Source: an optimization exercise on an open RTL-to-GDS flow (aim: small area, a short achievable clock period and few clock cycles per item). Production flows keep margins and buffers that such runs may drop. In this exercise RTL edits were held to simulation tests only and were not proved equivalent to the original. Power is estimated from default activity; no workload was simulated.

## run 1
Design div_top, start of the top module:
module div_top
(
  input  logic        CLK,
  input  logic        RST_N,
  input  logic        in_valid,
  output logic        in_ready,
  input  logic [31:0] in_a,
  input  logic [31:0] in_b,
  input  logic [1:0]  in_op,
  output logic        r_valid,
  input  logic        r_ready,
  output logic [31:0] r_data
);
Size: ~2600 flip-flops, roughly 100 I/O pins.
Settings: LEC_CHECK=0, CAP_MARGIN=20, CORE_MARGIN=2, CORE_UTILIZATION=40, CTS_CLUSTER_DIAMETER=100, CTS_CLUSTER_SIZE=32, SETUP_SLACK_MARGIN=3.4, SLEW_MARGIN=20; clock period 7.0 ns.
run.sh (not shown) runs the stock make flow with config.mk's settings and CLKGATE_MAP_FILE= SYNTH_SCRIPT=/design/flow/synth_recipe.tcl, a recipe that flattens the netlist after the stock synthesis.
Testbench counts of run 1, summed over its fixed seeds: cycles 9,848, items 9,600.
Edits applied to the flow inputs when going from run 1 to run 2:
==> flow/config.mk <==
export PLATFORM = sky130hd
export DESIGN_NAME = div_top
export DESIGN_NICKNAME = div_top
export VERILOG_FILES = /design/flow/design.v
export SDC_FILE = /design/flow/constraint.sdc
export NUM_CORES = 4
export LEC_CHECK = 0
export CAP_MARGIN = 5
export CORE_MARGIN = 2
export CORE_UTILIZATION = 40
export CTS_CLUSTER_DIAMETER = 100
export CTS_CLUSTER_SIZE = 32
export SETUP_SLACK_MARGIN = 3.5
export SLEW_MARGIN = 5
==> comparison <==
- Proportion of layout cells with a drive suffix above 1 (higher): run 2
- Higher hold slack goes to run 1 over run 2.
- The more densely filled core belongs to run 2, not run 1.
- Relative to run 1, maximum frequency has increased by 6.4 MHz in run 2.
- Of run 1 and run 2, the higher total number of vias belongs to run 2.
- Compared run 1 against run 2; layout multi-input combinational cell count within noise.
- Run 1 has lower post-CTS setup buffer count than run 2.
The following lists how run 3 was set up differently from run 2:
==> flow/config.mk <==
export PLATFORM = sky130hd
export DESIGN_NAME = div_top
export DESIGN_NICKNAME = div_top
export VERILOG_FILES = /design/flow/design.v
export SDC_FILE = /design/flow/constraint.sdc
export NUM_CORES = 4
export LEC_CHECK = 0
export CAP_MARGIN = 20
export CORE_MARGIN = 2
export CORE_UTILIZATION = 40
export CTS_CLUSTER_DIAMETER = 100
export CTS_CLUSTER_SIZE = 32
export SETUP_SLACK_MARGIN = 3.6
export SLEW_MARGIN = 20
Findings:
Between run 2 and run 3, the total track usage figures differ only marginally. Clock skew after layout is lower on run 3. Changes observed in run 3 relative to run 2: design area went up about 0.9%, final routed wire length divided by cell count went up 0.12 um. Wire length the detailed router placed on met1 delta for run 3 relative to run 2: 1.4% lower. Final core utilization was lower in the run labelled run 2. Taking run 2 as the reference, in run 3 count of clock-net buffers in the final layout dropped 2; power dissipated by switching net loads increased by 1.3% relative to the old numbers; worst setup margin went up 70 ps. Run 2 -> run 3: final estimated routing congestion in global placement flat. Compared to run 2, run 3 reaches a higher achievable clock.

Setup of v6:
Starting RTL as in the previous note.
make LEC_CHECK=0 CAP_MARGIN=20 CORE_MARGIN=2 CORE_UTILIZATION=40 CTS_CLUSTER_DIAMETER=100 CTS_CLUSTER_SIZE=32 SETUP_SLACK_MARGIN=3.8 SLEW_MARGIN=20 TNS_END_PERCENT=10 finish   # period 7.0 ns
Testbench counts of v6, summed over its fixed seeds: cycles 9,848, items 9,600.
## Diff of input files: v7 against v6
- SETUP_SLACK_MARGIN: 3.8 -> 3.6
- Delta (v7 minus v6): post-CTS setup buffer count lower, slew of the pin with the lowest slew margin higher.
- The lower global routing usage on met2 of v6 and v7 is in v7.
- The launch point of the critical path comes out in_a[10] in one run and u_stage28.next_rem[9] in the other, namely in v7 and v6 respectively.
- Compared with v6, v7 shows a count of clock-buffer cells in the layout that is 7 lower.
- [v7 vs v6] count of buffering cells on the critical path with inverters included: higher in v7
- Re largest net degree at the start of global routing: no difference whatsoever between v7 and v6.
- Diff v6 -> v7 | power consumption | decrease of about 2.4%
- v7 against v6: sequential share of power increased by 1.4 points relative to the old numbers, upper clock frequency limit decreased by about 3% relative to the old numbers, net load switching power decreased by 3.0% relative to the old numbers.

div_top again, from the RTL that the note above started with.
clock: 7.0 ns
lec_check: 0
cap_margin: 5
core_margin: 2
core_utilization: 40
cts_cluster_diameter: 100
cts_cluster_size: 24
setup_slack_margin: 3.6
slew_margin: 5
Testbench counts at the start, summed over its fixed seeds: cycles 9,848, items 9,600.
Rerun with:
Settings changed: CTS_CLUSTER_SIZE 24 to 28.
Clock-buffer cell count drops by 16; power drops by 1.1%; die area is unchanged.

what the ideal ports hide:
No port has a modelled driver above. Below, the same layouts with a new extraction and two added sets of constraints.
Step 1 (the two cells are an assumption about what drives the block):
set clk [get_ports {CLK}]
set_driving_cell -lib_cell sky130_fd_sc_hd__clkbuf_16 $clk
set_driving_cell -lib_cell sky130_fd_sc_hd__buf_2 [delete_from_list [all_inputs] $clk]
Step 2 times the ports against the registers' clock, not the clock port: input delays grow and output delays shrink by t, the midpoint of the rising clock arrivals with the driver on.
a / b / c = ideal / step 1 / step 2; a / b = the first two.
run | t (ns) | setup WS [ns] | slew at the worst register clock pin (ns)
run 1 | 0.858 | 3.425 / 3.473 / 2.615 | 0.12 / 0.12
run 2 | 0.855 | 3.505 / 3.505 / 2.742 | 0.12 / 0.12
run 3 | 0.853 | 3.575 / 3.575 / 2.837 | 0.12 / 0.12
v6 | 0.853 | 3.464 / 3.464 / 2.739 | 0.12 / 0.12
v7 | 0.857 | 3.348 / 3.408 / 2.550 | 0.12 / 0.12
the first run of note 3 | 0.890 | 3.579 / 3.579 / 2.872 | 0.10 / 0.10
the second run of note 3 | 0.865 | 3.648 / 3.627 / 2.866 | 0.11 / 0.11
After both steps setup and hold are still met in every run listed. For run 1, which loses most, drivers alone change the setup slack by +0.048 ns; drivers and shift together by -0.810 ns.
